This is an optimization exercise on Yosys and OpenROAD, whose aim is small area, a short achievable clock period and few clock cycles, not a production implementation. Power figures rest on the tool's default switching activity, not on a simulated workload.

==> inputs of trial 62 <==
==> flow/design.v <==
package moment_pkg;
   typedef logic [8-1:0]    pix_t;
   typedef logic [9-1:0]    coord_t;
   typedef logic [17-1:0]   addr_t;
   typedef logic [29-1:0] moment_t;
   typedef logic [13-1:0]   cent_t;
   typedef struct packed {
      coord_t img_dim;
      addr_t  start_addr;
   } img_cfg_t;
   typedef struct packed {
      coord_t x;
      coord_t y;
   } coord_pair_t;
   typedef struct packed {
      logic  en;
      addr_t addr;
   } mem_rd_t;
   typedef struct packed {
      moment_t m00;
      moment_t m10;
      moment_t m01;
   } moments_t;
   typedef struct packed {
      cent_t x_mc;
      cent_t y_mc;
   } centroid_t;
endpackage
`timescale 1ns/100ps
module moment_engine_top
(
   input  logic                                  clk,
   input  logic                                  rst_n,
   input  logic                                  req_i,
   input  logic [9+17-1:0] cfg_i,
   output logic                                  ack_o,
   output logic [17:0]               mem_rd_o,
   input  logic [8-1:0]              rdata_i,
   output logic [3*29-1:0]         moments_o,
   output logic [2*13-1:0]           centroid_o
);
   localparam int m00_w = 20;
   localparam int m1_w  = 25;
   localparam int row_w = 14;
   localparam int q_w   = 9;
   typedef enum logic [2:0] {
      st_idle,
      st_sq,
      st_add,
      st_read,
      st_drain,
      st_div,
      st_ack
   } state_t;
   state_t               state;
   logic                 rd_en;
   logic [11:0]          addr_lo;
   logic [4:0]           addr_hi;
   logic [5:0]           x_cnt;
   logic [5:0]           y_cnt;
   logic                 row_first;
   logic                 img_first;
   logic                 v1;
   logic                 f1;
   logic                 l1;
   logic                 fi1;
   logic                 v2;
   logic                 f2;
   logic                 l2;
   logic                 g2;
   logic                 clr;
   logic                 f3;
   logic                 l3;
   logic [7:0]           pix_q;
   logic                 ld_m01;
   logic                 ld_m10;
   logic                 div_x;
   logic                 ack_q;
   logic [m00_w-1:0]     m00;
   logic [m1_w-1:0]      m10;
   logic [m1_w-1:0]      m01;
   logic [5:1]           m10_c;
   logic [5:1]           m01_c;
   logic [m1_w-1:0]      m10_op;
   logic [m1_w-1:0]      m01_op;
   logic [m1_w-1:0]      m10_sum;
   logic [m1_w-1:0]      m01_sum;
   logic [6:1]           m10_co;
   logic [6:1]           m01_co;
   logic [row_w-1:0]     row_sum;
   logic [m00_w-1:0]     rem;
   logic [5:0]           dvd_lo;
   logic [2*q_w-1:0]     quo;
   logic [5:0]           dim;
   logic [16:0]          start_addr;
   logic [11:0]          sq_m1;
   logic                 x_last;
   logic                 y_last;
   logic                 last_rd;
   logic                 drained;
   assign dim        = cfg_i[22:17];
   assign start_addr = cfg_i[16:0];
   assign x_last  = (x_cnt == 6'd1);
   assign y_last  = (y_cnt == 6'd1);
   assign last_rd = x_last && y_last;
   assign drained = !v1 && !v2 && (m01_c == '0);
   localparam logic [64*12-1:0] sq_table = {
      12'd3968,
      12'd3843,
      12'd3720,
      12'd3599,
      12'd3480,
      12'd3363,
      12'd3248,
      12'd3135,
      12'd3024,
      12'd2915,
      12'd2808,
      12'd2703,
      12'd2600,
      12'd2499,
      12'd2400,
      12'd2303,
      12'd2208,
      12'd2115,
      12'd2024,
      12'd1935,
      12'd1848,
      12'd1763,
      12'd1680,
      12'd1599,
      12'd1520,
      12'd1443,
      12'd1368,
      12'd1295,
      12'd1224,
      12'd1155,
      12'd1088,
      12'd1023,
      12'd960,
      12'd899,
      12'd840,
      12'd783,
      12'd728,
      12'd675,
      12'd624,
      12'd575,
      12'd528,
      12'd483,
      12'd440,
      12'd399,
      12'd360,
      12'd323,
      12'd288,
      12'd255,
      12'd224,
      12'd195,
      12'd168,
      12'd143,
      12'd120,
      12'd99,
      12'd80,
      12'd63,
      12'd48,
      12'd35,
      12'd24,
      12'd15,
      12'd8,
      12'd3,
      12'd0,
      12'd4095
   };
   assign sq_m1 = sq_table[12*x_cnt +: 12];
   always_ff @(posedge clk or negedge rst_n)
   begin
      if (!rst_n)
      begin
         state <= st_idle;
         rd_en <= 1'b0;
         ack_q <= 1'b0;
         v1    <= 1'b0;
         v2    <= 1'b0;
      end
      else
      begin
         v1 <= rd_en;
         v2 <= v1;
         case (state)
            st_idle:
               if (req_i)
                  state <= st_sq;
            st_sq:
               state <= st_add;
            st_add:
            begin
               state <= st_read;
               rd_en <= 1'b1;
            end
            st_read:
               if (last_rd)
               begin
                  state <= st_drain;
                  rd_en <= 1'b0;
               end
            st_drain:
               if (drained)
                  state <= st_div;
            st_div:
               if (x_last && div_x)
               begin
                  state <= st_ack;
                  ack_q <= 1'b1;
               end
            default:
               if (!req_i)
               begin
                  state <= st_idle;
                  ack_q <= 1'b0;
               end
         endcase
      end
   end
   logic [11:0] lo_op;
   logic [12:0] lo_sum;
   logic [4:0]  hi_op;
   assign lo_op  = (state == st_add) ? {y_cnt, x_cnt} :
                   (state == st_read)   ? 12'hfff : 12'h000;
   assign lo_sum = {1'b0, addr_lo} + {1'b0, lo_op};
   assign hi_op  = (state == st_add) ? 5'(lo_sum[12]) :
                   ((state == st_read) && (addr_lo == '0)) ? 5'h1f : 5'h00;
   always_ff @(posedge clk)
   begin
      if (state == st_idle)
         {addr_hi, addr_lo} <= start_addr;
      else
      begin
         addr_lo <= lo_sum[11:0];
         addr_hi <= addr_hi + hi_op;
      end
   end
   always_ff @(posedge clk)
   begin
      case (state)
         st_idle:
         begin
            x_cnt <= dim;
            y_cnt <= dim;
         end
         st_sq:
            {y_cnt, x_cnt} <= sq_m1;
         st_add:
         begin
            x_cnt             <= dim;
            y_cnt             <= dim;
            row_first         <= 1'b1;
            img_first         <= 1'b1;
         end
         st_read:
         begin
            img_first <= 1'b0;
            if (x_last)
            begin
               x_cnt     <= dim;
               y_cnt     <= y_cnt - 1'b1;
               row_first <= 1'b1;
            end
            else
            begin
               x_cnt     <= x_cnt - 1'b1;
               row_first <= 1'b0;
            end
         end
         st_drain:
         begin
            x_cnt <= 6'd9;
            div_x <= 1'b0;
         end
         st_div:
         begin
            x_cnt <= x_cnt - 1'b1;
            if (x_last)
            begin
               x_cnt <= 6'd9;
               div_x <= 1'b1;
            end
         end
         default:
            x_cnt <= dim;
      endcase
   end
   always_ff @(posedge clk)
   begin
      f1      <= row_first;
      l1      <= x_last;
      fi1     <= img_first;
      pix_q   <= rdata_i;
      f2      <= f1;
      l2      <= l1;
      clr     <= v1 && fi1;
      g2      <= v1 && !f1;
      f3      <= v2 && f2;
      l3      <= v2 && l2;
      row_sum <= (f2 ? row_w'(0) : row_sum) + row_w'(pix_q);
      m00     <= clr ? m00_w'(0) : m00 + (l3 ? m00_w'(row_sum) : m00_w'(0));
      m10     <= clr ? m1_w'(0)  : m10_sum;
      m10_c   <= clr ? 5'd0      : m10_co[5:1];
      m01     <= clr ? m1_w'(0)  : m01_sum;
      m01_c   <= clr ? 5'd0      : m01_co[5:1];
   end
   assign m10_op = g2 ? m1_w'(row_sum) : m1_w'(0);
   assign m01_op = f3 ? m1_w'(m00) : m1_w'(0);
   logic [m1_w:0] m10_rc;
   logic [m1_w:0] m01_rc;
   always_comb
   begin
      for (int i = 0; i < m1_w; i++)
      begin
         if (i == 0)
         begin
            m10_rc[i] = 1'b0;
            m01_rc[i] = 1'b0;
         end
         else if (i == 4 || i == 8 || i == 12 || i == 16 || i == 20)
         begin
            m10_co[i / 4] = m10_rc[i];
            m01_co[i / 4] = m01_rc[i];
            m10_rc[i] = m10_c[i / 4];
            m01_rc[i] = m01_c[i / 4];
         end
         m10_sum[i]  = m10[i] ^ m10_op[i] ^ m10_rc[i];
         m10_rc[i+1] = (m10[i] & m10_op[i]) | (m10[i] & m10_rc[i]) | (m10_op[i] & m10_rc[i]);
         m01_sum[i]  = m01[i] ^ m01_op[i] ^ m01_rc[i];
         m01_rc[i+1] = (m01[i] & m01_op[i]) | (m01[i] & m01_rc[i]) | (m01_op[i] & m01_rc[i]);
      end
      m10_co[6] = m10_rc[m1_w];
      m01_co[6] = m01_rc[m1_w];
   end
   logic [m1_w-1:0]   dvd;
   logic [m00_w:0]    trial;
   logic [m00_w+1:0]  diff;
   logic              q_bit;
   assign dvd   = ld_m01 ? m01 : m10;
   assign trial = {rem, dvd_lo[5]};
   assign diff  = {1'b0, trial} - {2'b0, m00};
   assign q_bit = !diff[m00_w+1] && (m00 != '0);
   always_ff @(posedge clk)
   begin
      ld_m01 <= ((state == st_read) && last_rd) || ((state == st_drain) && !drained);
      ld_m10 <= (state == st_div) && (x_cnt == 6'd2) && !div_x;
      if (ld_m01 || ld_m10)
      begin
         rem    <= m00_w'(dvd[m1_w-1:6]);
         dvd_lo <= dvd[5:0];
      end
      else
      begin
         rem    <= q_bit ? diff[m00_w-1:0] : trial[m00_w-1:0];
         dvd_lo <= {dvd_lo[4:0], 1'b0};
      end
      if (state == st_div)
         quo <= {quo[2*q_w-2:0], q_bit};
   end
   assign ack_o      = ack_q;
   assign mem_rd_o   = {rd_en, addr_hi, addr_lo};
   assign moments_o  = {9'd0, m00, 4'd0, m10, 4'd0, m01};
   assign centroid_o = {4'd0, quo[q_w-1:0], 4'd0, quo[2*q_w-1:q_w]};
endmodule
==> flow/flow/run.sh <==
#!/bin/bash
# Standard layout, with the port buffers made from the smallest buffer
# instead of the default pick; every port still gets its own buffer.
set -o pipefail
cp standard.sh standard.sh.txt
export BUFFER_PORTS_ARGS="-buffer_cell sky130_fd_sc_hd__buf_1"
bash standard.sh > standard.log 2>&1
==> flow/standard.sh <==
#!/bin/bash
# synth_recipe.tcl (not shown) runs the flow's synth.tcl, then flattens the netlist and writes it again
# the make line also repeats each setting of config.mk as NAME=value (left out here)
make -C /OpenROAD-flow-scripts/flow DESIGN_CONFIG=/design/flow/config.mk WORK_HOME=/design/flow/orfs CLKGATE_MAP_FILE= SYNTH_SCRIPT=/design/flow/synth_recipe.tcl "${@:-finish}"
==> flow/config.mk <==
export PLATFORM = sky130hd
export DESIGN_NAME = moment_engine_top
export DESIGN_NICKNAME = moment_engine_top
export VERILOG_FILES = /design/flow/design.v
export SDC_FILE = /design/flow/constraint.sdc
export NUM_CORES = 4
export LEC_CHECK = 0
export CAP_MARGIN = 20
export CORE_MARGIN = 2
export CORE_UTILIZATION = 60
export SETUP_SLACK_MARGIN = 4.8
export SLEW_MARGIN = 20
==> flow/constraint.sdc <==
create_clock -name core_clock -period 7.5 [get_ports {clk}]
set_input_delay 1.5000 -clock core_clock [delete_from_list [all_inputs] [get_ports {clk}]]
set_output_delay 1.5000 -clock core_clock [all_outputs]
set_load 0.01 [all_outputs]
==> trial 20 (differences from trial 62) <==
--- a/flow/design.v
+++ b/flow/design.v
@@ -47,5 +47,6 @@
       st_idle,
       st_sq,
-      st_add,
+      st_add_lo,
+      st_add_hi,
       st_read,
       st_drain,
@@ -57,4 +58,5 @@
    logic [11:0]          addr_lo;
    logic [4:0]           addr_hi;
+   logic                 addr_c;
    logic [5:0]           x_cnt;
    logic [5:0]           y_cnt;
@@ -90,6 +92,6 @@
    logic [row_w-1:0]     row_sum;
    logic [m00_w-1:0]     rem;
-   logic [5:0]           dvd_lo;
-   logic [2*q_w-1:0]     quo;
+   logic [q_w-1:0]       dvd_lo;
+   logic [q_w-1:0]       quo_y;
    logic [5:0]           dim;
    logic [16:0]          start_addr;
@@ -191,6 +193,8 @@
                   state <= st_sq;
             st_sq:
-               state <= st_add;
-            st_add:
+               state <= st_add_lo;
+            st_add_lo:
+               state <= st_add_hi;
+            st_add_hi:
             begin
                state <= st_read;
@@ -224,8 +228,8 @@
    logic [12:0] lo_sum;
    logic [4:0]  hi_op;
-   assign lo_op  = (state == st_add) ? {y_cnt, x_cnt} :
+   assign lo_op  = (state == st_add_lo) ? {y_cnt, x_cnt} :
                    (state == st_read)   ? 12'hfff : 12'h000;
    assign lo_sum = {1'b0, addr_lo} + {1'b0, lo_op};
-   assign hi_op  = (state == st_add) ? 5'(lo_sum[12]) :
+   assign hi_op  = (state == st_add_hi) ? 5'(addr_c) :
                    ((state == st_read) && (addr_lo == '0)) ? 5'h1f : 5'h00;
    always_ff @(posedge clk)
@@ -238,4 +242,5 @@
          addr_hi <= addr_hi + hi_op;
       end
+      addr_c <= lo_sum[12];
    end
    always_ff @(posedge clk)
@@ -249,5 +254,5 @@
          st_sq:
             {y_cnt, x_cnt} <= sq_m1;
-         st_add:
+         st_add_lo:
          begin
             x_cnt             <= dim;
@@ -341,5 +346,5 @@
    logic              q_bit;
    assign dvd   = ld_m01 ? m01 : m10;
-   assign trial = {rem, dvd_lo[5]};
+   assign trial = {rem, dvd_lo[q_w-1]};
    assign diff  = {1'b0, trial} - {2'b0, m00};
    assign q_bit = !diff[m00_w+1] && (m00 != '0);
@@ -349,19 +354,17 @@
       ld_m10 <= (state == st_div) && (x_cnt == 6'd2) && !div_x;
       if (ld_m01 || ld_m10)
-      begin
-         rem    <= m00_w'(dvd[m1_w-1:6]);
-         dvd_lo <= dvd[5:0];
-      end
+         rem <= m00_w'(dvd[m1_w-1:6]);
       else
-      begin
-         rem    <= q_bit ? diff[m00_w-1:0] : trial[m00_w-1:0];
-         dvd_lo <= {dvd_lo[4:0], 1'b0};
-      end
-      if (state == st_div)
-         quo <= {quo[2*q_w-2:0], q_bit};
+         rem <= q_bit ? diff[m00_w-1:0] : trial[m00_w-1:0];
+      if (ld_m01 || ld_m10)
+         dvd_lo <= {dvd[5:0], 3'd0};
+      else if (state == st_div)
+         dvd_lo <= {dvd_lo[q_w-2:0], q_bit};
+      if (ld_m10)
+         quo_y <= {dvd_lo[q_w-2:0], q_bit};
    end
    assign ack_o      = ack_q;
    assign mem_rd_o   = {rd_en, addr_hi, addr_lo};
    assign moments_o  = {9'd0, m00, 4'd0, m10, 4'd0, m01};
-   assign centroid_o = {4'd0, quo[q_w-1:0], 4'd0, quo[2*q_w-1:q_w]};
+   assign centroid_o = {4'd0, dvd_lo, 4'd0, quo_y};
 endmodule
==> trial 22 (differences from trial 62) <==
--- a/flow/design.v
+++ b/flow/design.v
@@ -47,5 +47,6 @@
       st_idle,
       st_sq,
-      st_add,
+      st_add_lo,
+      st_add_hi,
       st_read,
       st_drain,
@@ -57,4 +58,5 @@
    logic [11:0]          addr_lo;
    logic [4:0]           addr_hi;
+   logic                 addr_c;
    logic [5:0]           x_cnt;
    logic [5:0]           y_cnt;
@@ -191,6 +193,8 @@
                   state <= st_sq;
             st_sq:
-               state <= st_add;
-            st_add:
+               state <= st_add_lo;
+            st_add_lo:
+               state <= st_add_hi;
+            st_add_hi:
             begin
                state <= st_read;
@@ -224,8 +228,8 @@
    logic [12:0] lo_sum;
    logic [4:0]  hi_op;
-   assign lo_op  = (state == st_add) ? {y_cnt, x_cnt} :
+   assign lo_op  = (state == st_add_lo) ? {y_cnt, x_cnt} :
                    (state == st_read)   ? 12'hfff : 12'h000;
    assign lo_sum = {1'b0, addr_lo} + {1'b0, lo_op};
-   assign hi_op  = (state == st_add) ? 5'(lo_sum[12]) :
+   assign hi_op  = (state == st_add_hi) ? 5'(addr_c) :
                    ((state == st_read) && (addr_lo == '0)) ? 5'h1f : 5'h00;
    always_ff @(posedge clk)
@@ -238,4 +242,5 @@
          addr_hi <= addr_hi + hi_op;
       end
+      addr_c <= lo_sum[12];
    end
    always_ff @(posedge clk)
@@ -249,5 +254,5 @@
          st_sq:
             {y_cnt, x_cnt} <= sq_m1;
-         st_add:
+         st_add_lo:
          begin
             x_cnt             <= dim;
==> comparison table <==
	trial 20	trial 22	trial 62
Run status	complete, no violations	complete, no violations	complete, no violations
Number of synthesized flops with an enable pin	24	27	27
Layout cell share with drive strength beyond 1	0.114	0.119	0.128
Nonclk inv count	72	73	102
Number of library cell types mapped by synthesis	71	74	77
Tap Count	229	234	234
Sequential element share of the synthesized area	0.367	0.372	0.373
Global-route track usage on met1	0.358	0.388	0.376
Via-to-Cell Ratio	5.71	5.84	5.77
Setup Slack @ Placement	3.98 ns	3.59 ns	3.14 ns
Count of buffers added by post-CTS timing repair for setup	15	21	31
Post-synthesis average cell area	8.86 um^2	9.04 um^2	9.12 um^2
Fraction of area in registers	0.320	0.327	0.322
Number of fill cells	1481	1531	1449
Worst slew margin relative to its limit	0.305	0.275	0.269
Number of cells in the finished layout apart from fillers	1645	1648	1665
Horizontal die dimension	140 um	142 um	142 um
Largest net degree at the start of global routing	65	78	84
Leakage power figure	5.41 nW	5.48 nW	5.45 nW
Data arrival, critical path	3.16 ns	2.95 ns	3.91 ns
Final WL	28300 um	29600 um	28900 um
Async set or reset register ratio after synthesis	0.0366	0.0355	0.0357
Multiplexer fraction of the synthesized cell area	0.00907	0.0180	0.0247
No functional check of the RTL was part of any run of this note.

## afterwards: timing with drivers on the ports
How much do the figures lean on ideal ports? The routed layouts below were timed once more, with nothing changed but the port constraints. Step 1 (the two cells are an assumption about what drives the block):
set clk [get_ports {clk}]
set_driving_cell -lib_cell sky130_fd_sc_hd__clkbuf_16 $clk
set_driving_cell -lib_cell sky130_fd_sc_hd__buf_2 [delete_from_list [all_inputs] $clk]
Step 2 moves the port delays by t, midway between the first and last clock arrival at a register: inputs arrive t later, outputs are due t later. That takes back most of the time a late clock gives input paths. a / b / c = ideal ports / drivers / drivers and shift; a / b = the first two.
| run | t (ns) | setup WS [ns] | hold slack, ns | clock arrival spread, ns |
|---|---|---|---|---|
| trial 62 | 0.476 | 3.910 / 3.910 / 3.910 | 0.333 / 0.333 / 0.333 | 0.012 / 0.011 |
| trial 20 | 0.479 | 4.723 / 4.723 / 4.723 | 0.328 / 0.328 / 0.328 | 0.015 / 0.015 |
| trial 22 | 0.490 | 4.872 / 4.847 / 4.872 | 0.330 / 0.330 / 0.330 | 0.012 / 0.012 |
After both steps every run listed still meets setup and hold.
